Context: an optimization exercise on an open-source flow, tuned for small area. The choices shown serve that exercise and are no tape-out recipe.
The RTL was checked by simulation tests, not by an equivalence proof against the original design.
Power and IR drop assume default switching activity.

<file path="flow/config.mk">
export PLATFORM = sky130hd
export DESIGN_NAME = regfile_mp_sb
export DESIGN_NICKNAME = regfile_mp_sb
export VERILOG_FILES = /design/flow/design.v
export SDC_FILE = /design/flow/constraint.sdc
export NUM_CORES = 4
export LEC_CHECK = 0
export CAP_MARGIN = 5
export CORE_MARGIN = 2
export CORE_UTILIZATION = 40
export GPL_TIMING_DRIVEN = 0
export SLEW_MARGIN = 5
export SYNTH_HIERARCHICAL = 1
</file>
<file path="flow/constraint.sdc">
create_clock -name core_clock -period 7.5 [get_ports {clk}]
set_input_delay 1.5000 -clock core_clock [delete_from_list [all_inputs] [get_ports {clk}]]
set_output_delay 1.5000 -clock core_clock [all_outputs]
set_load 0.01 [all_outputs]
</file>
<file path="flow/design.v">
module regfile_mp_sb #(
  parameter int XLEN = 32,
  parameter int NREG = 32,
  parameter int AW   = 5,
  parameter int NRP  = 2
) (
  input  logic                clk,
  input  logic                reset,
  input  logic [NRP*AW-1:0]   rd_addr,
  output logic [NRP*XLEN-1:0] rd_data,
  output logic [NRP-1:0]      rd_busy,
  input  logic                wb0_en,
  input  logic [AW-1:0]       wb0_addr,
  input  logic [XLEN-1:0]     wb0_data,
  input  logic                wb1_en,
  input  logic [AW-1:0]       wb1_addr,
  input  logic [XLEN-1:0]     wb1_data,
  input  logic                iss_en,
  input  logic [AW-1:0]       iss_addr,
  output logic [AW:0]         busy_cnt
);
  logic [XLEN-1:0] regs [1:NREG-1];  
  logic [NREG-1:1] busy_q;
  logic            phase_q;
  logic            nrst;
  assign nrst = !reset;
  logic [3:0] w0a, w1a, ia;
  logic [7:0] w0b, w1b, ib;
  always_comb begin
    for (int k = 0; k < 4; k++) begin
      w0a[k] = (wb0_addr[1:0] == k[1:0]);
      w1a[k] = (wb1_addr[1:0] == k[1:0]);
      ia[k]  = (iss_addr[1:0] == k[1:0]);
    end
    for (int j = 0; j < 8; j++) begin
      w0b[j] = wb0_en && (wb0_addr[4:2] == j[2:0]);
      w1b[j] = wb1_en && (wb1_addr[4:2] == j[2:0]);
      ib[j]  = iss_en && (iss_addr[4:2] == j[2:0]);
    end
  end
  logic [NREG-1:1] nw0, nw1, s0, s1, hold, wi;
  for (genvar r = 1; r < NREG; r++) begin : g_wc
    rf_nand2 u_nw0  (.a(w0a[r%4]), .b(w0b[r/4]), .y(nw0[r]));
    rf_nand2 u_nw1  (.a(w1a[r%4]), .b(w1b[r/4]), .y(nw1[r]));
    rf_and3  u_s1   (.a(w1a[r%4]), .b(w1b[r/4]), .c(nrst), .y(s1[r]));
    rf_a31o  u_s0   (.a1(w0a[r%4]), .a2(w0b[r/4]), .a3(nw1[r]), .b1(reset), .y(s0[r]));
    rf_and3  u_hold (.a(nw0[r]), .b(nw1[r]), .c(nrst), .y(hold[r]));
    assign wi[r] = ia[r%4] & ib[r/4];
  end
  always_ff @(posedge clk) begin
    if (reset)
      phase_q <= 1'b0;
    else
      phase_q <= !phase_q;
  end
  logic [XLEN-1:0] d0x, d1x;
  for (genvar b = 0; b < XLEN; b++) begin : g_dx
    logic n0, n1;
    rf_xnor2 u_x0 (.a(wb0_data[b]), .b(phase_q), .y(n0));
    rf_xnor2 u_x1 (.a(wb1_data[b]), .b(phase_q), .y(n1));
    rf_nand2 u_i0 (.a(n0), .b(nrst), .y(d0x[b]));
    rf_inv   u_i1 (.a(n1), .y(d1x[b]));
  end
  logic [XLEN-1:0] regs_d [1:NREG-1];
  for (genvar r = 1; r < NREG; r++) begin : g_wr
    for (genvar b = 0; b < XLEN; b++) begin : g_b
      rf_aoi222 u_wr (.a0(s0[r]), .b0(d0x[b]), .a1(s1[r]), .b1(d1x[b]),
                      .a2(hold[r]), .b2(regs[r][b]), .y(regs_d[r][b]));
    end
  end
  always_ff @(posedge clk) begin
    for (int r = 1; r < NREG; r++)
      regs[r] <= regs_d[r];
  end
  always_ff @(posedge clk) begin
    if (reset) begin
      busy_q <= '0;
    end else begin
      for (int r = 1; r < NREG; r++) begin
        if (wi[r])
          busy_q[r] <= 1'b1;
        else if (!nw0[r] || !nw1[r])
          busy_q[r] <= 1'b0;
      end
    end
  end
  logic b_iss, b_w0, b_w1;
  logic inc, dec0, dec1;
  always_comb begin
    b_iss = 1'b0; b_w0 = 1'b0; b_w1 = 1'b0;
    for (int r = 1; r < NREG; r++) begin
      b_iss |= wi[r] & busy_q[r];
      b_w0  |= !nw0[r] & busy_q[r];
      b_w1  |= !nw1[r] & busy_q[r];
    end
  end
  wire iss_hit = |ib & (iss_addr != '0);
  wire wb0_hit = |w0b & (wb0_addr != '0);
  assign inc  = iss_hit & !b_iss;
  assign dec0 = b_w0 & !(iss_hit && iss_addr == wb0_addr);
  assign dec1 = b_w1 & !(iss_hit && iss_addr == wb1_addr) & !(wb0_hit && wb0_addr == wb1_addr);
  always_ff @(posedge clk) begin
    if (reset)
      busy_cnt <= '0;
    else
      busy_cnt <= busy_cnt + {{AW{1'b0}}, inc} - {{AW{1'b0}}, dec0} - {{AW{1'b0}}, dec1};
  end
  for (genvar p = 0; p < NRP; p++) begin : g_rd
    logic [AW-1:0]   addr;
    logic [3:0]      ra;
    logic [7:0]      rb;
    logic [NREG-1:1] sel;
    logic            flip;
    assign addr = rd_addr[p*AW +: AW];
    always_comb begin
      for (int k = 0; k < 4; k++) ra[k] = (addr[1:0] == k[1:0]);
      for (int j = 0; j < 8; j++) rb[j] = (addr[4:2] == j[2:0]);
    end
    for (genvar r = 1; r < NREG; r++) begin : g_sel
      rf_and2 u_sel (.a(ra[r%4]), .b(rb[r/4]), .y(sel[r]));
    end
    assign flip = phase_q & (addr != '0);
    for (genvar b = 0; b < XLEN; b++) begin : g_b
      logic [NREG-1:1] col;
      for (genvar r = 1; r < NREG; r++) begin : g_c
        assign col[r] = regs[r][b];
      end
      rf_rmux u_rmux (.sel(sel), .din(col), .flip(flip), .dout(rd_data[p*XLEN + b]));
    end
    rf_rmux u_busy (.sel(sel), .din(busy_q), .flip(1'b0), .dout(rd_busy[p]));
  end
endmodule
module rf_rmux (
  input  logic [31:1] sel,
  input  logic [31:1] din,
  input  logic        flip,
  output logic        dout
);
  logic [10:0] y;
  logic [2:0]  z;
  logic        o;
  for (genvar k = 0; k < 10; k++) begin : g_aoi
    rf_aoi222 u_aoi (.a0(sel[3*k+1]), .b0(din[3*k+1]), .a1(sel[3*k+2]), .b1(din[3*k+2]),
                     .a2(sel[3*k+3]), .b2(din[3*k+3]), .y(y[k]));
  end
  rf_nand2 u_n2 (.a(sel[31]), .b(din[31]), .y(y[10]));
  rf_nand4 u_z0 (.a(y[0]), .b(y[1]), .c(y[2]), .d(y[3]), .y(z[0]));
  rf_nand4 u_z1 (.a(y[4]), .b(y[5]), .c(y[6]), .d(y[7]), .y(z[1]));
  rf_nand3 u_z2 (.a(y[8]), .b(y[9]), .c(y[10]), .y(z[2]));
  rf_or3   u_o  (.a(z[0]), .b(z[1]), .c(z[2]), .y(o));
  rf_xor2  u_x  (.a(o), .b(flip), .y(dout));
endmodule
module rf_aoi222 (
  input  logic a0, b0, a1, b1, a2, b2,
  output logic y
);
  assign y = !((a0 & b0) | (a1 & b1) | (a2 & b2));
endmodule
module rf_a31o (input logic a1, a2, a3, b1, output logic y);
  assign y = (a1 & a2 & a3) | b1;
endmodule
module rf_inv (input logic a, output logic y);
  assign y = !a;
endmodule
module rf_and2 (input logic a, b, output logic y);
  assign y = a & b;
endmodule
module rf_and3 (input logic a, b, c, output logic y);
  assign y = a & b & c;
endmodule
module rf_nand2 (input logic a, b, output logic y);
  assign y = !(a & b);
endmodule
module rf_nand3 (input logic a, b, c, output logic y);
  assign y = !(a & b & c);
endmodule
module rf_nand4 (input logic a, b, c, d, output logic y);
  assign y = !(a & b & c & d);
endmodule
module rf_or3 (input logic a, b, c, output logic y);
  assign y = a | b | c;
endmodule
module rf_xor2 (input logic a, b, output logic y);
  assign y = a ^ b;
endmodule
module rf_xnor2 (input logic a, b, output logic y);
  assign y = !(a ^ b);
endmodule
</file>
<file path="flow/flow/run.sh">
#!/bin/bash
# Standard ORFS layout with three changes in how it is made:
#  - after global placement, the drivers of high-fanout nets are sized up to fit their
#    load (upsize.tcl) instead of letting repair_design buffer them;
#  - the port buffers use the smallest buffer cell;
#  - CTS inserts no dummy loads.
set -euo pipefail
F=$PWD/flow
export PRE_GLOBAL_PLACE_TCL=$F/pre_gpl.tcl
export POST_GLOBAL_PLACE_TCL=$F/upsize.tcl
export BUFFER_PORTS_ARGS="-buffer_cell sky130_fd_sc_hd__buf_1"
export CTS_ARGS="-sink_clustering_enable -repair_clock_nets -dont_use_dummy_load"
bash standard.sh > standard.log 2>&1
</file>
<file path="flow/flow/cellcaps.tcl">
# sky130_fd_sc_hd combinational cells: name area max_capacitance(pF), from the tt liberty
set rf_cellcaps {
  a2111o_1 11.2608 0.1758
  a2111o_2 12.5120 0.3241
  a2111o_4 21.2704 0.5356
  a2111oi_0 8.7584 0.0211
  a2111oi_1 10.0096 0.0311
  a2111oi_2 15.0144 0.0568
  a2111oi_4 27.5264 0.1053
  a211o_1 8.7584 0.1767
  a211o_2 10.0096 0.3250
  a211o_4 17.5168 0.5594
  a211oi_1 7.5072 0.0476
  a211oi_2 12.5120 0.0888
  a211oi_4 20.0192 0.1419
  a21bo_1 10.0096 0.1831
  a21bo_2 10.0096 0.2884
  a21bo_4 16.2656 0.4752
  a21boi_0 7.5072 0.0485
  a21boi_1 7.5072 0.0760
  a21boi_2 11.2608 0.1291
  a21boi_4 18.7680 0.2152
  a21o_1 7.5072 0.1776
  a21o_2 8.7584 0.3095
  a21o_4 15.0144 0.5686
  a21oi_1 5.0048 0.0742
  a21oi_2 8.7584 0.1282
  a21oi_4 16.2656 0.2216
  a221o_1 10.0096 0.1584
  a221o_2 11.2608 0.2994
  a221o_4 21.2704 0.5374
  a221oi_1 8.7584 0.0549
  a221oi_2 15.0144 0.0961
  a221oi_4 26.2752 0.1666
  a222oi_1 10.0096 0.0659
  a22o_1 8.7584 0.1593
  a22o_2 10.0096 0.3012
  a22o_4 17.5168 0.5566
  a22oi_1 7.5072 0.0888
  a22oi_2 12.5120 0.1703
  a22oi_4 21.2704 0.2939
  a2bb2o_1 10.0096 0.1584
  a2bb2o_2 11.2608 0.3003
  a2bb2o_4 20.0192 0.5026
  a2bb2oi_1 8.7584 0.0696
  a2bb2oi_2 15.0144 0.1300
  a2bb2oi_4 26.2752 0.2261
  a311o_1 10.0096 0.1428
  a311o_2 11.2608 0.2985
  a311o_4 20.0192 0.4532
  a311oi_1 8.7584 0.0440
  a311oi_2 15.0144 0.0842
  a311oi_4 26.2752 0.1337
  a31o_1 8.7584 0.1602
  a31o_2 8.7584 0.2719
  a31o_4 17.5168 0.4990
  a31oi_1 6.2560 0.0659
  a31oi_2 12.5120 0.1181
  a31oi_4 21.2704 0.2115
  a32o_1 10.0096 0.1511
  a32o_2 11.2608 0.2646
  a32o_4 21.2704 0.5365
  a32oi_1 8.7584 0.0852
  a32oi_2 16.2656 0.1557
  a32oi_4 27.5264 0.2518
  a41o_1 10.0096 0.1657
  a41o_2 11.2608 0.3250
  a41o_4 21.2704 0.5603
  a41oi_1 8.7584 0.0659
  a41oi_2 16.2656 0.1245
  a41oi_4 27.5264 0.1941
  and2_0 6.2560 0.1090
  and2_1 6.2560 0.1584
  and2_2 7.5072 0.3030
  and2_4 8.7584 0.5393
  and2b_1 7.5072 0.1694
  and2b_2 8.7584 0.3104
  and2b_4 10.0096 0.4688
  and3_1 6.2560 0.1575
  and3_2 7.5072 0.3095
  and3_4 11.2608 0.5328
  and3b_1 8.7584 0.1575
  and3b_2 10.0096 0.3095
  and3b_4 12.5120 0.4605
  and4_1 8.7584 0.1611
  and4_2 10.0096 0.3003
  and4_4 11.2608 0.5319
  and4b_1 10.0096 0.1557
  and4b_2 11.2608 0.2976
  and4b_4 13.7632 0.4633
  and4bb_1 12.5120 0.1566
  and4bb_2 12.5120 0.2701
  and4bb_4 16.2656 0.4614
  buf_1 3.7536 0.1300
  buf_12 20.0192 5.0000
  buf_16 27.5264 5.0000
  buf_2 5.0048 0.3159
  buf_4 7.5072 0.5612
  buf_6 11.2608 0.7855
  buf_8 15.0144 5.0000
  bufbuf_16 32.5312 1.4942
  bufbuf_8 18.7680 0.9412
  bufinv_16 30.0288 1.5097
  bufinv_8 17.5168 0.9421
  ebufn_1 10.0096 0.0760
  ebufn_2 11.2608 0.1254
  ebufn_4 16.2656 0.2197
  ebufn_8 26.2752 0.3809
  einvn_0 5.0048 0.0504
  einvn_1 6.2560 0.0742
  einvn_2 8.7584 0.1282
  einvn_4 13.7632 0.2445
  einvn_8 22.5216 0.4111
  einvp_1 6.2560 0.0769
  einvp_2 8.7584 0.1355
  einvp_4 13.7632 0.2362
  einvp_8 22.5216 0.4038
  fa_1 20.0192 0.1566
  fa_2 22.5216 0.2930
  fa_4 27.5264 0.5328
  fah_1 33.7824 0.1630
  fahcin_1 33.7824 0.1611
  fahcon_1 33.7824 0.1575
  ha_1 12.5120 0.1767
  ha_2 15.0144 0.3122
  ha_4 25.0240 0.5539
  inv_1 3.7536 0.1813
  inv_12 16.2656 1.4172
  inv_16 20.0192 1.6818
  inv_2 3.7536 0.3314
  inv_4 6.2560 0.5631
  inv_6 8.7584 0.7828
  inv_8 11.2608 1.0355
  maj3_1 10.0096 0.1557
  maj3_2 11.2608 0.3049
  maj3_4 13.7632 0.5347
  mux2_1 11.2608 0.1730
  mux2_2 11.2608 0.2976
  mux2_4 15.0144 0.5365
  mux2_8 26.2752 0.9311
  mux2i_1 10.0096 0.0687
  mux2i_2 13.7632 0.1080
  mux2i_4 22.5216 0.1904
  mux4_1 26.2752 0.1611
  mux4_2 22.5216 0.3012
  mux4_4 25.0240 0.5484
  nand2_1 3.7536 0.1666
  nand2_2 6.2560 0.2957
  nand2_4 11.2608 0.5301
  nand2_8 20.0192 0.9338
  nand2b_1 6.2560 0.1502
  nand2b_2 8.7584 0.2857
  nand2b_4 13.7632 0.5219
  nand3_1 5.0048 0.1465
  nand3_2 10.0096 0.2600
  nand3_4 17.5168 0.4697
  nand3b_1 7.5072 0.1437
  nand3b_2 11.2608 0.2637
  nand3b_4 20.0192 0.4797
  nand4_1 6.2560 0.1245
  nand4_2 12.5120 0.2005
  nand4_4 21.2704 0.3580
  nand4b_1 8.7584 0.1245
  nand4b_2 15.0144 0.2005
  nand4b_4 23.7728 0.3644
  nand4bb_1 11.2608 0.1236
  nand4bb_2 16.2656 0.2005
  nand4bb_4 27.5264 0.3562
  nor2_1 3.7536 0.0861
  nor2_2 6.2560 0.1419
  nor2_4 11.2608 0.2518
  nor2_8 20.0192 0.4331
  nor2b_1 6.2560 0.0824
  nor2b_2 8.7584 0.1428
  nor2b_4 13.7632 0.2545
  nor3_1 5.0048 0.0522
  nor3_2 10.0096 0.0925
  nor3_4 16.2656 0.1538
  nor3b_1 7.5072 0.0494
  nor3b_2 12.5120 0.0934
  nor3b_4 18.7680 0.1465
  nor4_1 6.2560 0.0366
  nor4_2 12.5120 0.0641
  nor4_4 21.2704 0.1126
  nor4b_1 8.7584 0.0339
  nor4b_2 15.0144 0.0650
  nor4b_4 23.7728 0.1135
  nor4bb_1 10.0096 0.0366
  nor4bb_2 16.2656 0.0604
  nor4bb_4 25.0240 0.1117
  o2111a_1 11.2608 0.1611
  o2111a_2 12.5120 0.2994
  o2111a_4 20.0192 0.5512
  o2111ai_1 8.7584 0.0714
  o2111ai_2 15.0144 0.1291
  o2111ai_4 26.2752 0.2152
  o211a_1 10.0096 0.1831
  o211a_2 10.0096 0.2683
  o211a_4 17.5168 0.5090
  o211ai_1 7.5072 0.0742
  o211ai_2 12.5120 0.1337
  o211ai_4 21.2704 0.2152
  o21a_1 7.5072 0.1630
  o21a_2 8.7584 0.2948
  o21a_4 15.0144 0.5100
  o21ai_0 5.0048 0.0504
  o21ai_1 5.0048 0.0806
  o21ai_2 8.7584 0.1392
  o21ai_4 16.2656 0.2243
  o21ba_1 10.0096 0.1566
  o21ba_2 10.0096 0.2646
  o21ba_4 16.2656 0.4523
  o21bai_1 7.5072 0.0778
  o21bai_2 11.2608 0.1401
  o21bai_4 18.7680 0.2454
  o221a_1 11.2608 0.1529
  o221a_2 11.2608 0.2811
  o221a_4 20.0192 0.4880
  o221ai_1 8.7584 0.0705
  o221ai_2 15.0144 0.1282
  o221ai_4 26.2752 0.2161
  o22a_1 8.7584 0.1621
  o22a_2 10.0096 0.3049
  o22a_4 17.5168 0.5301
  o22ai_1 6.2560 0.0733
  o22ai_2 12.5120 0.1373
  o22ai_4 20.0192 0.2170
  o2bb2a_1 10.0096 0.1566
  o2bb2a_2 11.2608 0.2948
  o2bb2a_4 20.0192 0.4971
  o2bb2ai_1 8.7584 0.0760
  o2bb2ai_2 15.0144 0.1346
  o2bb2ai_4 27.5264 0.2463
  o311a_1 10.0096 0.1557
  o311a_2 11.2608 0.2939
  o311a_4 21.2704 0.5393
  o311ai_0 8.7584 0.0293
  o311ai_1 8.7584 0.0458
  o311ai_2 16.2656 0.0824
  o311ai_4 26.2752 0.1428
  o31a_1 8.7584 0.1492
  o31a_2 10.0096 0.2857
  o31a_4 17.5168 0.5447
  o31ai_1 7.5072 0.0476
  o31ai_2 12.5120 0.0806
  o31ai_4 21.2704 0.1447
  o32a_1 10.0096 0.1502
  o32a_2 11.2608 0.3003
  o32a_4 22.5216 0.5566
  o32ai_1 8.7584 0.0467
  o32ai_2 16.2656 0.0888
  o32ai_4 27.5264 0.1538
  o41a_1 11.2608 0.1474
  o41a_2 12.5120 0.3058
  o41a_4 21.2704 0.5447
  o41ai_1 8.7584 0.0339
  o41ai_2 16.2656 0.0623
  o41ai_4 27.5264 0.1090
  or2_0 6.2560 0.1007
  or2_1 6.2560 0.1648
  or2_2 6.2560 0.2994
  or2_4 8.7584 0.5145
  or2b_1 7.5072 0.1694
  or2b_2 8.7584 0.3122
  or2b_4 11.2608 0.5155
  or3_1 6.2560 0.1676
  or3_2 7.5072 0.3104
  or3_4 11.2608 0.5319
  or3b_1 8.7584 0.1676
  or3b_2 8.7584 0.2692
  or3b_4 11.2608 0.4697
  or4_1 7.5072 0.1676
  or4_2 8.7584 0.3104
  or4_4 11.2608 0.5347
  or4b_1 10.0096 0.1676
  or4b_2 10.0096 0.2655
  or4b_4 13.7632 0.5338
  or4bb_1 11.2608 0.1676
  or4bb_2 12.5120 0.3122
  or4bb_4 15.0144 0.5328
  xnor2_1 8.7584 0.0696
  xnor2_2 16.2656 0.1218
  xnor2_4 27.5264 0.2115
  xnor3_1 22.5216 0.1547
  xnor3_2 23.7728 0.3012
  xnor3_4 26.2752 0.5548
  xor2_1 8.7584 0.0769
  xor2_2 16.2656 0.1300
  xor2_4 27.5264 0.2197
  xor3_1 23.7728 0.1511
  xor3_2 25.0240 0.2857
  xor3_4 27.5264 0.5063
}
</file>
<file path="flow/flow/pre_gpl.tcl">
remove_buffers
</file>
<file path="flow/flow/upsize.tcl">
# Size the drivers of high-fanout nets after global placement: for each net with many
# loads, pick the smallest cell of the driver's family whose max capacitance covers the
# net's estimated load with headroom. repair_design (resize step) then fixes what is left.
source [file join [file dirname [info script]] cellcaps.tcl]
set rf_area [dict create]
set rf_cap [dict create]
foreach {n a c} $rf_cellcaps { dict set rf_area $n $a; dict set rf_cap $n $c }
set rf_headroom 1.5
set rf_minloads 12
estimate_parasitics -placement
set rf_lib [lindex [get_libs *] 0]
set rf_changed 0
foreach net [get_nets *] {
  set loads [get_pins -quiet -of_objects $net -filter "direction==input"]
  if {[llength $loads] < $rf_minloads} continue
  set drv [get_pins -quiet -of_objects $net -filter "direction==output"]
  if {[llength $drv] != 1} continue
  set inst [get_cells -quiet -of_objects $drv]
  if {$inst eq ""} continue
  set ref [get_property $inst ref_name]
  if {![regexp {^sky130_fd_sc_hd__([a-z0-9]+)_(\d+)$} $ref -> fam size]} continue
  if {![dict exists $rf_cap ${fam}_$size]} continue
  sta::redirect_string_begin
  report_net -digits 5 [get_full_name $net]
  set s [sta::redirect_string_end]
  if {![regexp {Total capacitance: [0-9.]+-([0-9.]+)} $s -> cap]} continue
  set need [expr {$cap * $rf_headroom}]
  set best ""
  set best_area 1e9
  dict for {n c} $rf_cap {
    if {![regexp "^${fam}_\\d+$" $n]} continue
    set a [dict get $rf_area $n]
    if {$c >= $need && $a < $best_area} { set best $n; set best_area $a }
  }
  if {$best eq ""} {
    # none is strong enough: take the strongest and leave the rest to repair_design
    set bc 0
    dict for {n c} $rf_cap {
      if {[regexp "^${fam}_\\d+$" $n] && $c > $bc} { set best $n; set bc $c }
    }
  }
  if {$best ne "" && "sky130_fd_sc_hd__$best" ne $ref} {
    set lc [get_lib_cells -quiet */sky130_fd_sc_hd__$best]
    if {$lc ne ""} {
      replace_cell $inst $lc
      incr rf_changed
    }
  }
}
puts "upsize.tcl: resized $rf_changed high-fanout drivers"
estimate_parasitics -placement
</file>
<file path="flow/standard.sh">
#!/bin/bash
# synth_recipe.tcl (not shown) runs the flow's synth.tcl, then flattens the netlist and writes it again
# the make line also repeats each setting of config.mk as NAME=value (left out here)
make -C /OpenROAD-flow-scripts/flow DESIGN_CONFIG=/design/flow/config.mk WORK_HOME=/design/flow/orfs CLKGATE_MAP_FILE= SYNTH_SCRIPT=/design/flow/synth_recipe.tcl "${@:-finish}"
</file>
==> impl_metrics.py, run 1 <==
metrics = {
    "routing": {
        "antenna_violating_nets_post_route": 0,
        "iteration_0_drc_count_of_the_detailed_router": 18400,
        "wl_met3_um": 48900,
        "num_vias": 51200,
        "detail_route.wl_per_cell_um": 46.6,
        "via_per_inst": 9.37,
        "met2_length_um": 99500,
        "drc_errors": 0,
        "top_layer_used": "met5",
        "met1_length_um": 86100,
        "dr.pass1.iters": 23,
        "routed_wirelength_um": 255000,
    },
    "clock_tree": {
        "path_clk_slew_ns": 0.05,
        "cts.path.max_buffers": 3,
        "cts.sink_count": 1030,
        "tritoncts.num_buffers": 110,
        "post_cts_resized": 0,
        "tritoncts": "done",
        "clk_latency_ns": 0.75,
        "postCtsSetupRepairBufs": 0,
        "holdBufCountCts": 0,
        "master_cell_of_the_clock_root_buffer": "sky130_fd_sc_hd__clkbuf_16",
        "cts_htree_levels": 3,
    },
    "hold_path": {
        "min_path_type": "reg2reg",
    },
    "worst_setup_path": {
        "timing.critical_path.fanout_max": 33,
        "crit_path_frequent_cell": "sky130_fd_sc_hd__buf_1",
        "crit_chain": "buf_1 > nor2b_1 > and2_2 > a222oi_1 > nand4_1 > or3_1 > xor2_1 > buf_1",
        "end_kind": "output pin",
        "cpPeakStageDelay_ns": 1.02,
        "timing_worst_setup_path_type": "in2out",
        "timing.critical_path.required_ns": 6.00,
        "reg2reg_slack_ns": 3.85,
        "cp.arrival_ns": 5.05,
        "cp-start-kind": "input pin",
        "critical_path.slowest_cell": "sky130_fd_sc_hd__and2_2",
    },
    "power": {
        "powerDensity_nw_per_um2": 279,
        "power.switching_fraction_pct": 31.5,
        "total_power_mw": 13.9,
        "leakagePower_nw": 16.3,
        "power.clock.fraction_pct": 34.1,
        "power.net_switching_mw": 4.37,
        "max-vdd-ir-drop_mv": 0.192,
        "power_share_of_the_combinational_group_pct": 17.9,
        "p_int_mw": 9.53,
        "pwr-share-seq_pct": 48.0,
    },
    "floorplan": {
        "pin_count": 166,
        "core.rowCount": 121,
        "design.die.area_sq_um": 112000,
        "coreArea_sq_um": 109000,
        "die_width_um": 335,
        "initial_utilization_pct": 40.3,
        "die_height_um": 335,
    },
    "placed_design": {
        "dp.final_hpwl_um": 131000,
        "dp_cells": 5336,
        "place.port_buffers": 165,
    },
    "synth": {
        "synth-edff-count": 0,
        "netlist_area_sq_um": 43800,
        "yosysUniqueCellTypes": 55,
        "ys.flop_type": "sky130_fd_sc_hd__dfxtp_1",
        "async_flop_share_pct": 0,
        "ys.warnings.count": 10,
        "share_of_the_yosys_chip_area_belonging_to_registers_pct": 47.0,
        "avgSynthCellArea_sq_um": 11.6,
        "synth-seq-cells": 1030,
        "synthesis.instances": 3776,
    },
    "timing": {
        "report.final.setup_viol": 0,
        "worst-slew-pin-transition_ns": 1.30,
        "final_slew_violations": 0,
        "timing.clock.skew_ns": 0.114,
        "finalHoldViolCount": 0,
        "rsz0062_at_grt": "no",
        "final_period_minus_worst_setup_slack_ns": 6.55,
        "maxSlewHeadroom_pct": 13.2,
        "final.period_utilization_pct": 87.4,
        "maximum_clock_frequency_mhz": 153,
    },
    "cells_and_area": {
        "layout.area.seq_sq_um": 20600,
        "drive_gt1_share_pct": 8.68,
        "synthToLayoutAreaGrowth_pct": 13.6,
        "fillCellCount": 10200,
        "final_cells": 5460,
        "finish.utilization_pct": 45.8,
        "layout.nets": 4136,
        "area_of_the_multi_input_gates_sq_um": 23600,
    },
    "outcome": {
        "run_status": "timing/DRC/antenna clean",
    },
    "grt": {
        "grt_pass1_vias": 47700,
        "global_route.usage.total_pct": 42.4,
        "largest_net_degree_at_the_start_of_global_routing": 95,
        "grt_first_pass_wirelength_um": 346000,
        "number_of_antenna_violations_at_the_first_check_in_global_routing": 21,
        "global_route.overflow_total": 0,
    },
    "flow_run": {
        "maxCapViolations": 0,
    },
}
cells in the final DEF (no fill, tap or decap), types with 10 or more instances in the layout:
master,count
sky130_fd_sc_hd__a222oi_1,1652
sky130_fd_sc_hd__a31o_4,31
sky130_fd_sc_hd__a32oi_1,33
sky130_fd_sc_hd__and2_4,57
sky130_fd_sc_hd__and3_2,19
sky130_fd_sc_hd__and3_4,43
sky130_fd_sc_hd__buf_1,163
sky130_fd_sc_hd__clkbuf_16,110
sky130_fd_sc_hd__dfxtp_1,1029
sky130_fd_sc_hd__diode_2,14
sky130_fd_sc_hd__inv_1,38
sky130_fd_sc_hd__inv_2,32
sky130_fd_sc_hd__nand2_1,140
sky130_fd_sc_hd__nand2_2,32
sky130_fd_sc_hd__nand2b_1,20
sky130_fd_sc_hd__nand3_1,71
sky130_fd_sc_hd__nand4_1,132
sky130_fd_sc_hd__nor2_1,62
sky130_fd_sc_hd__nor3_1,15
sky130_fd_sc_hd__nor4_1,10
sky130_fd_sc_hd__o22ai_1,23
sky130_fd_sc_hd__or3_1,67
sky130_fd_sc_hd__xnor2_1,72
sky130_fd_sc_hd__xor2_1,76
per-layer routing:
metal,global-route usage [%],vias to the layer above
met5,0.825,-
met4,28.2,16
met3,20.6,1241
met2,57.4,5812
met1,52.5,24800
li1,-,19300
modules after synthesis, one instance, submodules excluded, a selection:
module	cell area, sq um	copies in the design	cells inside	flip-flops and latches
rf_and2	6.26	62	1	0
rf_nand2	3.75	160	1	0
rf_nand3	5.00	66	1	0
rf_inv	3.75	32	1	0
rf_and3	6.26	62	1	0
rf_xor2	8.76	66	1	0
regfile_mp_sb	22800	1	1383	1030
rf_xnor2	8.76	64	1	0
rf_nand4	6.26	132	1	0
rf_or3	6.26	66	1	0
rf_a31o	8.76	31	1	0
rf_aoi222	10.0	1652	1	0
kinds of logic after synthesis:
kind of cell	share of synthesized area [%]
flops	47.0
buf+inv	0.928
fa+ha+maj	0.263
other cells	0.00856
xor+xnor	2.96
compound gates	39.9
mux	0.0913
simple gates	8.86
sequential cells by signal, summed over array words and instances, names as in the netlist:
register and count:
regs 992, busy_cnt 6, busy_q 31, phase_q 1
power groups by stage:
stage | logic [mW] | registers [mW] | clock network, mW
final | 2.49 | 6.67 | 4.74
after global routing | 2.51 | 6.74 | 4.91
after CTS | 2.33 | 6.64 | 4.70
after detailed placement | 2.32 | 6.75 | 0
after global placement | 2.25 | 6.73 | 0
after floorplan | 1.39 | 6.64 | 0
critical path, delay by kind of cell:
kind,cells,cell delay (ns)
AOI/OAI and AO/OA,1,0.22
xor gates and xnor gates,1,0.52
buffers and inverters,2,0.58
and+or+nand+nor,4,2.21
layout make-up:
type / instances / area share [%]
inverter: 71 / 0.540
sequential: 1030 / 41.4
multi-input combinational: 2651 / 47.4
tap: 1414 / 3.55
clock buffer: 110 / 5.53
timing repair buffer: 170 / 1.49
antenna: 14 / 0.0704
path summary, 6_finish.rpt:
path / from / endpoint / cells after the start
max: rd_addr[5] / rd_data[34] / 8
min: regs[23][10]$_DFF_P_ / regs[23][10]$_DFF_P_ / 1
max reg2reg: busy_q[30]$_SDFFE_PP0P_ / busy_cnt[5]$_SDFF_PP0_ / 14
min reg2reg: regs[23][10]$_DFF_P_ / regs[23][10]$_DFF_P_ / 1
Yosys cell counts (all sizes together), types with 33 or more instances:
cell type	count	share of area, %
a222oi	1652	38
a32oi	33	0.66
and2	67	0.96
and3	64	0.91
dfxtp	1030	47
inv	71	0.61
nand2	172	1.5
nand3	71	0.81
nand4	132	1.9
nor2	64	0.55
or3	67	0.96
xnor2	72	1.4
xor2	76	1.5
per-stage QoR:
| step | setup slack, ns | instance area, sq um | hold slack, ns | setup TNS, ns |
|---|---|---|---|---|
| after floorplan | 0.0368 | 43800 | 0.456 | 0 |
| after global placement | -5.21 | 46100 | 0.463 | -1911.43 |
| after detailed placement | 1.39 | 47000 | 0.471 | 0 |
| after CTS | 1.38 | 49700 | 0.481 | 0 |
| after global routing | 1.00 | 49800 | 0.490 | 0 |
| final | 0.947 | 49800 | 0.483 | 0 |
==> inputs of run 2 (changes only) <==
==> flow/flow/pre_gpl.tcl (replaced) <==
# Remove the buffers synthesis inserted, before port buffering and global placement
# (as timing-driven placement would); upsize.tcl sizes the high-fanout drivers instead.
remove_buffers
==> run 2 against run 1 <==
  * Hold slack unchanged
  * Setup slack unchanged
  * Synthesized area unchanged
  * Power unchanged
  * Combinational power about the same
  * Largest power group unchanged
==> impl_metrics.py, run 2 <==
metrics = {
    "outcome": {
        "run_status": "timing/DRC/antenna clean",
    },
    "grt": {
        "global_route.usage.total_pct": 42.4,
        "number_of_antenna_violations_at_the_first_check_in_global_routing": 21,
        "global_route.overflow_total": 0,
        "grt_first_pass_wirelength_um": 346000,
        "grt_pass1_vias": 47700,
        "largest_net_degree_at_the_start_of_global_routing": 95,
    },
    "clock_tree": {
        "postCtsSetupRepairBufs": 0,
        "post_cts_resized": 0,
        "tritoncts.num_buffers": 110,
        "master_cell_of_the_clock_root_buffer": "sky130_fd_sc_hd__clkbuf_16",
        "cts.path.max_buffers": 3,
        "cts.sink_count": 1030,
        "clk_latency_ns": 0.75,
        "cts_htree_levels": 3,
        "path_clk_slew_ns": 0.05,
        "holdBufCountCts": 0,
        "tritoncts": "done",
    },
    "floorplan": {
        "pin_count": 166,
        "initial_utilization_pct": 40.3,
        "design.die.area_sq_um": 112000,
        "die_width_um": 335,
        "core.rowCount": 121,
        "die_height_um": 335,
        "coreArea_sq_um": 109000,
    },
    "worst_setup_path": {
        "end_kind": "output pin",
        "cp.arrival_ns": 5.05,
        "timing_worst_setup_path_type": "in2out",
        "cp-start-kind": "input pin",
        "r2r.worst_path.cells": 14,
        "timing.critical_path.required_ns": 6.00,
        "timing.critical_path.fanout_max": 33,
    },
    "flow_run": {
        "maxCapViolations": 0,
    },
    "synth": {
        "netlist_area_sq_um": 43800,
        "yosysUniqueCellTypes": 55,
        "async_flop_share_pct": 0,
        "synthesis.instances": 3776,
        "avgSynthCellArea_sq_um": 11.6,
        "ys.flop_type": "sky130_fd_sc_hd__dfxtp_1",
        "synth-edff-count": 0,
        "synth.area.top_cells": "sky130_fd_sc_hd__dfxtp_1, sky130_fd_sc_hd__a222oi_1, sky130_fd_sc_hd__nand4_1, sky130_fd_sc_hd__xor2_1, sky130_fd_sc_hd__nand2_1",
        "ys.warnings.count": 10,
        "synthTopCellsByCount": "sky130_fd_sc_hd__a222oi_1, sky130_fd_sc_hd__dfxtp_1, sky130_fd_sc_hd__nand2_1",
        "yosysTopAreaCellShare_pct": 47.0,
        "yosys.cell_count.top_type": "sky130_fd_sc_hd__a222oi_1",
        "share_of_the_yosys_chip_area_belonging_to_registers_pct": 47.0,
        "yosysTopAreaCell": "sky130_fd_sc_hd__dfxtp_1",
        "synth-seq-cells": 1030,
    },
    "cells_and_area": {
        "fillCellCount": 10200,
        "largest_register_ffs": 992,
        "synthToLayoutAreaGrowth_pct": 13.6,
        "reg_top3": "regs (992), busy_q (31), busy_cnt (6)",
        "largest-register": "regs",
        "most-common-layout-cells": "sky130_fd_sc_hd__a222oi_1, sky130_fd_sc_hd__dfxtp_1, sky130_fd_sc_hd__buf_1, sky130_fd_sc_hd__nand2_1, sky130_fd_sc_hd__nand4_1",
        "layout.nets": 4136,
        "final_cells": 5460,
        "leading_cell_type_in_the_layout_fill_and_taps_excluded": "sky130_fd_sc_hd__a222oi_1",
        "drive_gt1_share_pct": 8.68,
    },
    "power": {
        "leakagePower_nw": 16.3,
        "power_share_of_the_combinational_group_pct": 17.9,
        "max-vdd-ir-drop_mv": 0.192,
        "power.clock.fraction_pct": 34.1,
        "power.switching_fraction_pct": 31.5,
        "p_int_mw": 9.53,
        "pwr-share-seq_pct": 48.0,
        "power.net_switching_mw": 4.37,
        "powerDensity_nw_per_um2": 279,
    },
    "routing": {
        "via_per_inst": 9.37,
        "dr.pass1.iters": 23,
        "iteration_0_drc_count_of_the_detailed_router": 18400,
        "routed_wirelength_um": 255000,
        "antenna_violating_nets_post_route": 0,
        "drc_errors": 0,
        "detail_route.wl_per_cell_um": 46.6,
        "num_vias": 51200,
    },
    "timing": {
        "final_period_minus_worst_setup_slack_ns": 6.55,
        "rsz0062_at_grt": "no",
        "worst-slew-pin-transition_ns": 1.30,
        "maximum_clock_frequency_mhz": 153,
        "final.period_utilization_pct": 87.4,
        "report.final.setup_viol": 0,
        "timing.clock.skew_ns": 0.114,
        "hold_slack_ns": 0.483,
        "final_slew_violations": 0,
        "finalHoldViolCount": 0,
        "maxSlewHeadroom_pct": 13.2,
    },
    "placed_design": {
        "dp.final_hpwl_um": 131000,
        "dp_cells": 5336,
        "place.port_buffers": 165,
    },
    "hold_path": {
        "min_path_cells": 1,
        "min_path_type": "reg2reg",
    },
}
run 2: cell type report:
type | instances | area, sq um | share of cell area, %
clock buffers | 110 | 2750 | 5.53
flip-flops and latches | 1030 | 20600 | 41.4
well taps | 1414 | 1770 | 3.55
multi-input cells | 2651 | 23600 | 47.4
inverters | 71 | 269 | 0.540
diodes | 14 | 35.0 | 0.0704
repair buffers | 170 | 739 | 1.49
run 2: per-module statistics from Yosys, one instance, submodules excluded, excerpt:
module	cells inside	flops+latches
rf_nand4	1	0
regfile_mp_sb	1383	1030
rf_and2	1	0
rf_xnor2	1	0
rf_inv	1	0
rf_aoi222	1	0
rf_nand3	1	0
rf_nand2	1	0
rf_and3	1	0
rf_xor2	1	0
rf_or3	1	0
rf_a31o	1	0
run 2: worst max-delay path: stages:
cell and delay, ns:
sky130_fd_sc_hd__buf_1 0.35, sky130_fd_sc_hd__nor2b_1 0.57, sky130_fd_sc_hd__and2_2 1.02, sky130_fd_sc_hd__a222oi_1 0.22
sky130_fd_sc_hd__nand4_1 0.42, sky130_fd_sc_hd__or3_1 0.20, sky130_fd_sc_hd__xor2_1 0.52, sky130_fd_sc_hd__buf_1 0.23
run 2: through the flow:
stage	TNS, ns	total power, mW	instance area (sq um)	utilization (%)	setup slack [ns]
6_report	0	13.9	49800	45.8	0.947
5_1_grt	0	14.2	49800	45.8	1.00
4_1_cts	0	13.7	49700	45.8	1.38
3_5_place_dp	0	9.07	47000	43.2	1.39
3_3_place_gp	-1911.43	8.98	46100	42.4	-5.21
2_1_floorplan	0	8.03	43800	-	0.0368
run 2: path summary, 6_finish.rpt:
kind | slack [ns] | to | startpoint
worst max-delay path | 0.95 | rd_data[34] | rd_addr[5]
worst min-delay path | 0.48 | regs[23][10]$_DFF_P_ | regs[23][10]$_DFF_P_
worst max register to register | 3.85 | busy_cnt[5]$_SDFF_PP0_ | busy_q[30]$_SDFFE_PP0P_
worst min register to register | 0.48 | regs[23][10]$_DFF_P_ | regs[23][10]$_DFF_P_
run 2: kinds of logic (layout without fill, tap and decap cells):
group,Yosys count,in the layout,synth area share [%]
AOI/OAI and AO/OA,1768,1768,39.9
xor gates and xnor gates,148,148,2.96
adders and majority gates,8,8,0.263
buffers and inverters,96,351,0.928
DFF,1030,1030,47.0
muxes,4,4,0.0913
other,1,16,0.00856
and+or+nand+nor,721,721,8.86
run 2: layer usage:
layer  vias to the layer above  share of wire [%]  global-route usage, %
li1                      19300                  -                      -
met5                         -              0.088                  0.825
met1                     24800                 34                   52.5
met4                        16                7.8                   28.2
met2                      5812                 39                   57.4
met3                      1241                 19                   20.6
run 2: power by group through the flow:
| stage | sequential, mW | clock, mW | combinational, mW |
|---|---|---|---|
| floorplan | 6.64 | 0 | 1.39 |
| global placement | 6.73 | 0 | 2.25 |
| detailed placement | 6.75 | 0 | 2.32 |
| CTS | 6.64 | 4.70 | 2.33 |
| global route | 6.74 | 4.91 | 2.51 |
| finish | 6.67 | 4.74 | 2.49 |
==> inputs of run 3 (changes only) <==
==> flow/flow/run.sh (replaced) <==
#!/bin/bash
# Standard ORFS layout with three changes in how it is made:
#  - after global placement, the drivers of high-fanout nets are sized up to fit their
#    load (upsize.tcl) instead of letting repair_design buffer them;
#  - the port buffers use the smallest buffer cell;
#  - CTS uses clkbuf_8 with 20-sink, 45 um clusters and no dummy loads.
set -euo pipefail
F=$PWD/flow
export PRE_GLOBAL_PLACE_TCL=$F/pre_gpl.tcl
export POST_GLOBAL_PLACE_TCL=$F/upsize.tcl
export BUFFER_PORTS_ARGS="-buffer_cell sky130_fd_sc_hd__buf_1"
export CTS_ARGS="-sink_clustering_enable -repair_clock_nets -buf_list sky130_fd_sc_hd__clkbuf_8 -dont_use_dummy_load -sink_clustering_size 20 -sink_clustering_max_diameter 45"
bash standard.sh > standard.log 2>&1
==> run 3 against run 2 <==
  * Hold slack got worse by 0.00063 ns
  * Cell area decreased by 1.9%
  * Sequential cell count is the same
  * Utilization is 0.87 points lower
  * Setup slack gained 0.020 ns
  * Largest cell class unchanged
==> impl_metrics.py, run 3 <==
metrics = {
    "outcome": {
        "run_status": "timing/DRC/antenna clean",
    },
    "synth": {
        "share_of_the_yosys_chip_area_belonging_to_registers_pct": 47.0,
        "synth-edff-count": 0,
        "synthTopCellsByCount": "sky130_fd_sc_hd__a222oi_1, sky130_fd_sc_hd__dfxtp_1, sky130_fd_sc_hd__nand2_1",
        "synth.area.top_cells": "sky130_fd_sc_hd__dfxtp_1, sky130_fd_sc_hd__a222oi_1, sky130_fd_sc_hd__nand4_1, sky130_fd_sc_hd__xor2_1, sky130_fd_sc_hd__nand2_1",
        "avgSynthCellArea_sq_um": 11.6,
        "async_flop_share_pct": 0,
        "yosysTopAreaCell": "sky130_fd_sc_hd__dfxtp_1",
        "yosysTopAreaCellShare_pct": 47.0,
        "netlist_area_sq_um": 43800,
        "synthesis.instances": 3776,
        "ys.flop_type": "sky130_fd_sc_hd__dfxtp_1",
        "yosysUniqueCellTypes": 55,
        "yosys.cell_count.top_type": "sky130_fd_sc_hd__a222oi_1",
        "ys.warnings.count": 10,
        "synth-seq-cells": 1030,
    },
    "power": {
        "power.clock.fraction_pct": 28.3,
        "max-vdd-ir-drop_mv": 0.196,
        "leakagePower_nw": 15.9,
        "powerDensity_nw_per_um2": 262,
        "p_int_mw": 8.52,
        "power_share_of_the_combinational_group_pct": 19.5,
        "pwr-share-seq_pct": 52.2,
        "power.switching_fraction_pct": 33.3,
        "power.net_switching_mw": 4.26,
        "total_power_mw": 12.8,
    },
    "cells_and_area": {
        "largest_register_ffs": 992,
        "layout.nets": 4157,
        "most-common-layout-cells": "sky130_fd_sc_hd__a222oi_1, sky130_fd_sc_hd__dfxtp_1, sky130_fd_sc_hd__buf_1, sky130_fd_sc_hd__nand2_1, sky130_fd_sc_hd__nand4_1",
        "fillCellCount": 10400,
        "synthToLayoutAreaGrowth_pct": 11.4,
        "drive_gt1_share_pct": 9.15,
        "leading_cell_type_in_the_layout_fill_and_taps_excluded": "sky130_fd_sc_hd__a222oi_1",
        "largest-register": "regs",
        "reg_top3": "regs (992), busy_q (31), busy_cnt (6)",
    },
    "placed_design": {
        "dp.final_hpwl_um": 131000,
        "place.port_buffers": 165,
    },
    "routing": {
        "routed_wirelength_um": 255000,
        "detail_route.wl_per_cell_um": 46.4,
        "drc_errors": 0,
        "num_vias": 51600,
        "via_per_inst": 9.41,
        "antenna_violating_nets_post_route": 0,
        "dr.pass1.iters": 29,
        "iteration_0_drc_count_of_the_detailed_router": 18700,
    },
    "clock_tree": {
        "tritoncts.num_buffers": 131,
        "cts.path.max_buffers": 3,
        "master_cell_of_the_clock_root_buffer": "sky130_fd_sc_hd__clkbuf_8",
        "cts_htree_levels": 4,
        "cts.sink_count": 1030,
        "tritoncts": "done",
        "postCtsSetupRepairBufs": 0,
        "holdBufCountCts": 0,
        "post_cts_resized": 0,
        "clk_latency_ns": 0.89,
        "path_clk_slew_ns": 0.06,
    },
    "hold_path": {
        "min_path_type": "reg2reg",
        "holdCritStartpoint": "regs[2][28]$_DFF_P_",
    },
    "floorplan": {
        "coreArea_sq_um": 109000,
        "die_width_um": 335,
        "design.die.area_sq_um": 112000,
        "initial_utilization_pct": 40.3,
        "core.rowCount": 121,
        "pin_count": 166,
        "die_height_um": 335,
    },
    "worst_setup_path": {
        "cp-start-kind": "input pin",
        "timing.critical_path.required_ns": 6.00,
        "crit_path_frequent_cell": "sky130_fd_sc_hd__buf_1",
        "worst-path-buf-inv": 2,
        "cpPeakStageDelay_ns": 1.04,
        "startpoint_of_the_most_critical_register_to_register_path": "busy_q[30]$_SDFFE_PP0P_",
        "cp.arrival_ns": 5.03,
        "end_kind": "output pin",
        "critical_path.slowest_cell": "sky130_fd_sc_hd__and2_2",
        "timing_worst_setup_path_type": "in2out",
        "crit_chain": "buf_1 > nor2b_1 > and2_2 > a222oi_1 > nand4_1 > or3_1 > xor2_1 > buf_1",
        "cp_top_family": "simple AND/OR/NAND/NOR gates",
        "critPathLaunch": "rd_addr[5]",
        "timing.critical_path.fanout_max": 33,
    },
    "grt": {
        "grt_first_pass_wirelength_um": 346000,
        "grt_pass1_vias": 47800,
        "global_route.overflow_total": 0,
        "number_of_antenna_violations_at_the_first_check_in_global_routing": 22,
        "largest_net_degree_at_the_start_of_global_routing": 95,
        "global_route.usage.total_pct": 42.5,
    },
    "timing": {
        "maxSlewHeadroom_pct": 12.6,
        "final_period_minus_worst_setup_slack_ns": 6.53,
        "report.final.setup_viol": 0,
        "rsz0062_at_grt": "no",
        "final_slew_violations": 0,
        "final.period_utilization_pct": 87.1,
        "timing.clock.skew_ns": 0.104,
        "finalHoldViolCount": 0,
        "maximum_clock_frequency_mhz": 153,
        "worst-slew-pin-transition_ns": 1.31,
        "hold_slack_ns": 0.482,
    },
    "flow_run": {
        "maxCapViolations": 0,
    },
}
-- run 3: cell counts after synthesis --
No cell type changed its count.
-- run 3: metrics by stage --
step	utilization, %	setup TNS, ns	cell area [sq um]	instances	setup WS (ns)
floorplan	-	0	43800	3777	0.0368
global placement	42.4	-1911.43	46100	5331	-5.21
detailed placement	43.2	0	47000	5336	1.39
CTS	44.9	0	48800	5467	1.38
global route	44.9	0	48800	5473	1.10
finish	44.9	0	48800	5483	0.967
-- run 3: kinds of logic after synthesis --
| family | count (synthesis) | share of synthesized area (%) |
|---|---|---|
| AO/OA/AOI/OAI | 1768 | 39.9 |
| flip-flops | 1030 | 47.0 |
| AND/OR/NAND/NOR | 721 | 8.86 |
| XOR/XNOR | 148 | 2.96 |
| buffers and inverters | 96 | 0.928 |
| adder cells (fa/ha/maj) | 8 | 0.263 |
| multiplexers | 4 | 0.0913 |
| other | 1 | 0.00856 |
-- run 3: per-module statistics from Yosys, one instance, submodules excluded, excerpt --
module,cells inside,flops+latches,times used
rf_and3,1,0,62
rf_xnor2,1,0,64
rf_nand3,1,0,66
rf_nand4,1,0,132
rf_nand2,1,0,160
rf_aoi222,1,0,1652
rf_and2,1,0,62
rf_xor2,1,0,66
rf_or3,1,0,66
rf_a31o,1,0,31
-- run 3: path summary, 6_finish.rpt --
path | end | slack [ns] | depth (start not counted)
setup / recovery | rd_data[62] | 0.97 | 8
hold / removal | regs[2][28]$_DFF_P_ | 0.48 | 1
setup reg to reg | busy_cnt[5]$_SDFF_PP0_ | 3.92 | 14
hold reg to reg | regs[2][28]$_DFF_P_ | 0.48 | 1
-- run 3: final cells by class --
type	instances	area (sq um)	share of cell area, %
repair buffers	170	739	1.51
flip-flops and latches	1030	20600	42.2
clock buffers	131	1800	3.69
inverters	71	269	0.551
well taps	1414	1770	3.62
multi-input cells	2651	23600	48.3
diodes	16	40.0	0.0820
-- run 3: power groups by stage --
stage | clock [mW] | combinational (mW) | sequential, mW
after floorplan | 0 | 1.39 | 6.64
after global placement | 0 | 2.25 | 6.73
after detailed placement | 0 | 2.32 | 6.75
after CTS | 3.57 | 2.32 | 6.63
after global routing | 3.80 | 2.51 | 6.74
final | 3.62 | 2.49 | 6.67
-- run 3: worst register-to-register path, stage by stage, from the launching register on --
cell	delay (ns)
sky130_fd_sc_hd__dfxtp_1	0.42
sky130_fd_sc_hd__nand2b_1	0.17
sky130_fd_sc_hd__o2111ai_1	0.23
sky130_fd_sc_hd__nor3_1	0.23
sky130_fd_sc_hd__and4_1	0.27
sky130_fd_sc_hd__a31oi_1	0.10
sky130_fd_sc_hd__fa_1	0.42
sky130_fd_sc_hd__ha_1	0.30
sky130_fd_sc_hd__inv_1	0.04
sky130_fd_sc_hd__ha_1	0.22
sky130_fd_sc_hd__fa_1	0.41
sky130_fd_sc_hd__a21o_1	0.18
sky130_fd_sc_hd__a21oi_1	0.17
sky130_fd_sc_hd__xnor2_1	0.13
sky130_fd_sc_hd__nor2_1	0.05
-- run 3: routing by layer --
| metal | GRT usage [%] | vias up | share of wire (%) |
|---|---|---|---|
| met5 | 0.825 | - | 0.070 |
| met4 | 30.2 | 17 | 8.2 |
| met3 | 21.6 | 1287 | 19 |
| met2 | 56.4 | 5955 | 39 |
| met1 | 52.4 | 25000 | 34 |
| li1 | - | 19300 | - |
==> inputs of run 4 (changes only) <==
==> flow/flow/pre_gpl.tcl (replaced) <==
remove_buffers
==> run 4 against run 3 <==
  * First-iteration DRC count unchanged
  * Clock-buffer cell count unchanged
  * Combinational power about the same
  * Critical path type unchanged
==> impl_metrics.py, run 4 <==
metrics = {
    "routing": {
        "detail_route.wl_per_cell_um": 46.4,
        "via_per_inst": 9.41,
        "dr.pass1.iters": 29,
        "drc_errors": 0,
        "antenna_violating_nets_post_route": 0,
        "num_vias": 51600,
        "routed_wirelength_um": 255000,
        "iteration_0_drc_count_of_the_detailed_router": 18700,
    },
    "cells_and_area": {
        "area_of_the_multi_input_gates_sq_um": 23600,
        "layout.area.seq_sq_um": 20600,
        "finish.utilization_pct": 44.9,
        "drive_gt1_share_pct": 9.15,
        "largest_register_ffs": 992,
        "largest-register": "regs",
        "final_cells": 5483,
        "layout.nets": 4157,
        "design_area_sq_um": 48800,
        "reg_top3": "regs (992), busy_q (31), busy_cnt (6)",
        "most-common-layout-cells": "sky130_fd_sc_hd__a222oi_1, sky130_fd_sc_hd__dfxtp_1, sky130_fd_sc_hd__buf_1, sky130_fd_sc_hd__nand2_1, sky130_fd_sc_hd__nand4_1",
        "synthToLayoutAreaGrowth_pct": 11.4,
        "leading_cell_type_in_the_layout_fill_and_taps_excluded": "sky130_fd_sc_hd__a222oi_1",
        "fillCellCount": 10400,
    },
    "hold_path": {
        "hold_end": "regs[2][28]$_DFF_P_",
        "min_path_type": "reg2reg",
        "min_path_cells": 1,
        "holdCritStartpoint": "regs[2][28]$_DFF_P_",
    },
    "power": {
        "power.net_switching_mw": 4.26,
        "power_share_of_the_combinational_group_pct": 19.5,
        "max-vdd-ir-drop_mv": 0.196,
        "p_int_mw": 8.52,
        "pwr-share-seq_pct": 52.2,
        "power.switching_fraction_pct": 33.3,
        "leakagePower_nw": 15.9,
        "total_power_mw": 12.8,
        "power.clock.fraction_pct": 28.3,
        "powerDensity_nw_per_um2": 262,
    },
    "worst_setup_path": {
        "timing.critical_path.fanout_max": 33,
        "crit_chain": "buf_1 > nor2b_1 > and2_2 > a222oi_1 > nand4_1 > or3_1 > xor2_1 > buf_1",
        "critical_path.slowest_cell": "sky130_fd_sc_hd__and2_2",
        "timing_worst_setup_path_type": "in2out",
        "crit_path_frequent_cell": "sky130_fd_sc_hd__buf_1",
        "reg2reg_slack_ns": 3.92,
        "startpoint_of_the_most_critical_register_to_register_path": "busy_q[30]$_SDFFE_PP0P_",
        "worst-path-buf-inv": 2,
        "cp_top_family": "simple AND/OR/NAND/NOR gates",
        "timing.critical_path.required_ns": 6.00,
        "end_kind": "output pin",
        "r2r.worst_path.cells": 14,
        "cp.arrival_ns": 5.03,
        "regToRegEndpoint": "busy_cnt[5]$_SDFF_PP0_",
        "cpPeakStageDelay_ns": 1.04,
        "cp-start-kind": "input pin",
    },
    "floorplan": {
        "pin_count": 166,
        "initial_utilization_pct": 40.3,
        "coreArea_sq_um": 109000,
        "die_height_um": 335,
        "die_width_um": 335,
        "core.rowCount": 121,
        "design.die.area_sq_um": 112000,
    },
    "synth": {
        "yosysTopAreaCell": "sky130_fd_sc_hd__dfxtp_1",
        "yosys.cell_count.top_type": "sky130_fd_sc_hd__a222oi_1",
        "share_of_the_yosys_chip_area_belonging_to_registers_pct": 47.0,
        "synthTopCellsByCount": "sky130_fd_sc_hd__a222oi_1, sky130_fd_sc_hd__dfxtp_1, sky130_fd_sc_hd__nand2_1",
        "ys.warnings.count": 10,
        "netlist_area_sq_um": 43800,
        "yosysUniqueCellTypes": 55,
        "synthesis.instances": 3776,
        "synth-edff-count": 0,
        "yosysTopAreaCellShare_pct": 47.0,
        "avgSynthCellArea_sq_um": 11.6,
        "async_flop_share_pct": 0,
        "ys.flop_type": "sky130_fd_sc_hd__dfxtp_1",
        "synth.area.top_cells": "sky130_fd_sc_hd__dfxtp_1, sky130_fd_sc_hd__a222oi_1, sky130_fd_sc_hd__nand4_1, sky130_fd_sc_hd__xor2_1, sky130_fd_sc_hd__nand2_1",
        "synth-seq-cells": 1030,
    },
    "clock_tree": {
        "postCtsSetupRepairBufs": 0,
        "master_cell_of_the_clock_root_buffer": "sky130_fd_sc_hd__clkbuf_8",
        "path_clk_slew_ns": 0.06,
        "holdBufCountCts": 0,
        "post_cts_resized": 0,
        "cts_htree_levels": 4,
        "tritoncts": "done",
        "clk_latency_ns": 0.89,
        "tritoncts.num_buffers": 131,
        "cts.path.max_buffers": 3,
        "cts.sink_count": 1030,
    },
    "grt": {
        "grt_first_pass_wirelength_um": 346000,
        "global_route.overflow_total": 0,
        "largest_net_degree_at_the_start_of_global_routing": 95,
        "number_of_antenna_violations_at_the_first_check_in_global_routing": 22,
        "global_route.usage.total_pct": 42.5,
        "grt_pass1_vias": 47800,
    },
    "timing": {
        "postLayoutSetupSlackWorst_ns": 0.967,
        "final.period_utilization_pct": 87.1,
        "report.final.setup_viol": 0,
        "maximum_clock_frequency_mhz": 153,
        "timing.clock.skew_ns": 0.104,
        "final_period_minus_worst_setup_slack_ns": 6.53,
        "rsz0062_at_grt": "no",
        "worst-slew-pin-transition_ns": 1.31,
        "maxSlewHeadroom_pct": 12.6,
        "hold_slack_ns": 0.482,
        "finalHoldViolCount": 0,
        "totalNegativeSetupSlack_ns": 0,
        "final_slew_violations": 0,
    },
    "placed_design": {
        "place.port_buffers": 165,
        "dp_cells": 5336,
        "placement.setup.worst_slack_ns": 1.39,
        "dpl_cell_area_sq_um": 47000,
        "dp.final_hpwl_um": 131000,
    },
    "outcome": {
        "run_status": "timing/DRC/antenna clean",
    },
    "flow_run": {
        "maxCapViolations": 0,
    },
}
[run 4: cell counts after synthesis]
Identical to the previous run, type by type.
[run 4: final cells by class]
type / instances / area share (%)
repair buffers: 170 / 1.51
flip-flops and latches: 1030 / 42.2
diodes: 16 / 0.0820
well taps: 1414 / 3.62
inverters: 71 / 0.551
clock buffers: 131 / 3.69
multi-input cells: 2651 / 48.3
[run 4: kinds of logic after synthesis]
group                    share of synthesized area (%)
other                                          0.00856
XOR/XNOR                                          2.96
flip-flops                                        47.0
multiplexers                                    0.0913
AND/OR/NAND/NOR                                   8.86
buffers and inverters                            0.928
AO/OA/AOI/OAI                                     39.9
adder cells (fa/ha/maj)                          0.263
[run 4: power groups by stage]
| stage | Sequential, mW | Combinational (mW) | Clock, mW |
|---|---|---|---|
| 2_1_floorplan | 6.64 | 1.39 | 0 |
| 3_3_place_gp | 6.73 | 2.25 | 0 |
| 3_5_place_dp | 6.75 | 2.32 | 0 |
| 4_1_cts | 6.63 | 2.32 | 3.57 |
| 5_1_grt | 6.74 | 2.51 | 3.80 |
| 6_report | 6.67 | 2.49 | 3.62 |
[run 4: worst max path at each step]
| stage | depth (start not counted) | end | startpoint |
|---|---|---|---|
| finish | 8 | rd_data[62] | rd_addr[5] |
| global route | 8 | rd_data[34] | rd_addr[5] |
| CTS | 8 | rd_data[63] | rd_addr[6] |
| detailed placement | 8 | rd_data[63] | rd_addr[6] |
| global placement | 3 | rd_data[30] | phase_q$_SDFF_PP0_ |
| floorplan | 2 | rd_data[0] | phase_q$_SDFF_PP0_ |
[run 4: modules after synthesis (local to each module, per instance), excerpt]
module | flip-flops and latches | copies in the design
rf_nand3 | 0 | 66
regfile_mp_sb | 1030 | 1
rf_xnor2 | 0 | 64
rf_nand2 | 0 | 160
rf_and2 | 0 | 62
rf_a31o | 0 | 31
rf_xor2 | 0 | 66
rf_and3 | 0 | 62
rf_or3 | 0 | 66
rf_aoi222 | 0 | 1652
[run 4: metal layers]
metal	global-route usage, %	vias up	routed length (um)
met4	30.2	17	20800
li1	-	19300	-
met3	21.6	1287	49300
met5	0.825	-	179
met1	52.4	25000	85500
met2	56.4	5955	98800
[run 4: worst register-to-register path, delay by kind of cell, from the launching register on]
family,cells,cell delay (ns)
simple gates,4,0.72
compound gates,4,0.68
flops,1,0.42
xor+xnor,1,0.13
buf+inv,1,0.04
fa+ha+maj,4,1.35

## afterwards: timing with drivers on the ports
The flow's constraints put no driver on any port. The routed layouts listed below were extracted and timed again, unchanged, in two steps.
Step 1 assumes that a clkbuf_16 drives the clock port and a buf_2 every other input.
Step 2 times the ports against the registers' clock, not the clock port: input delays grow and output delays shrink by t, the midpoint of the rising clock arrivals with the driver on.
Slacks: ideal / step 1 / step 2; pairs: ideal / step 1.
run	t (ns)	slack for setup (ns)	worst data-port slew with drivers (ns)
run 1	0.772	0.947 / 0.917 / 0.917	0.15
run 2	0.772	0.947 / 0.917 / 0.917	0.15
run 3	0.916	0.967 / 0.938 / 0.938	0.14
run 4	0.916	0.967 / 0.938 / 0.938	0.14
After both steps every run listed still meets setup and hold.
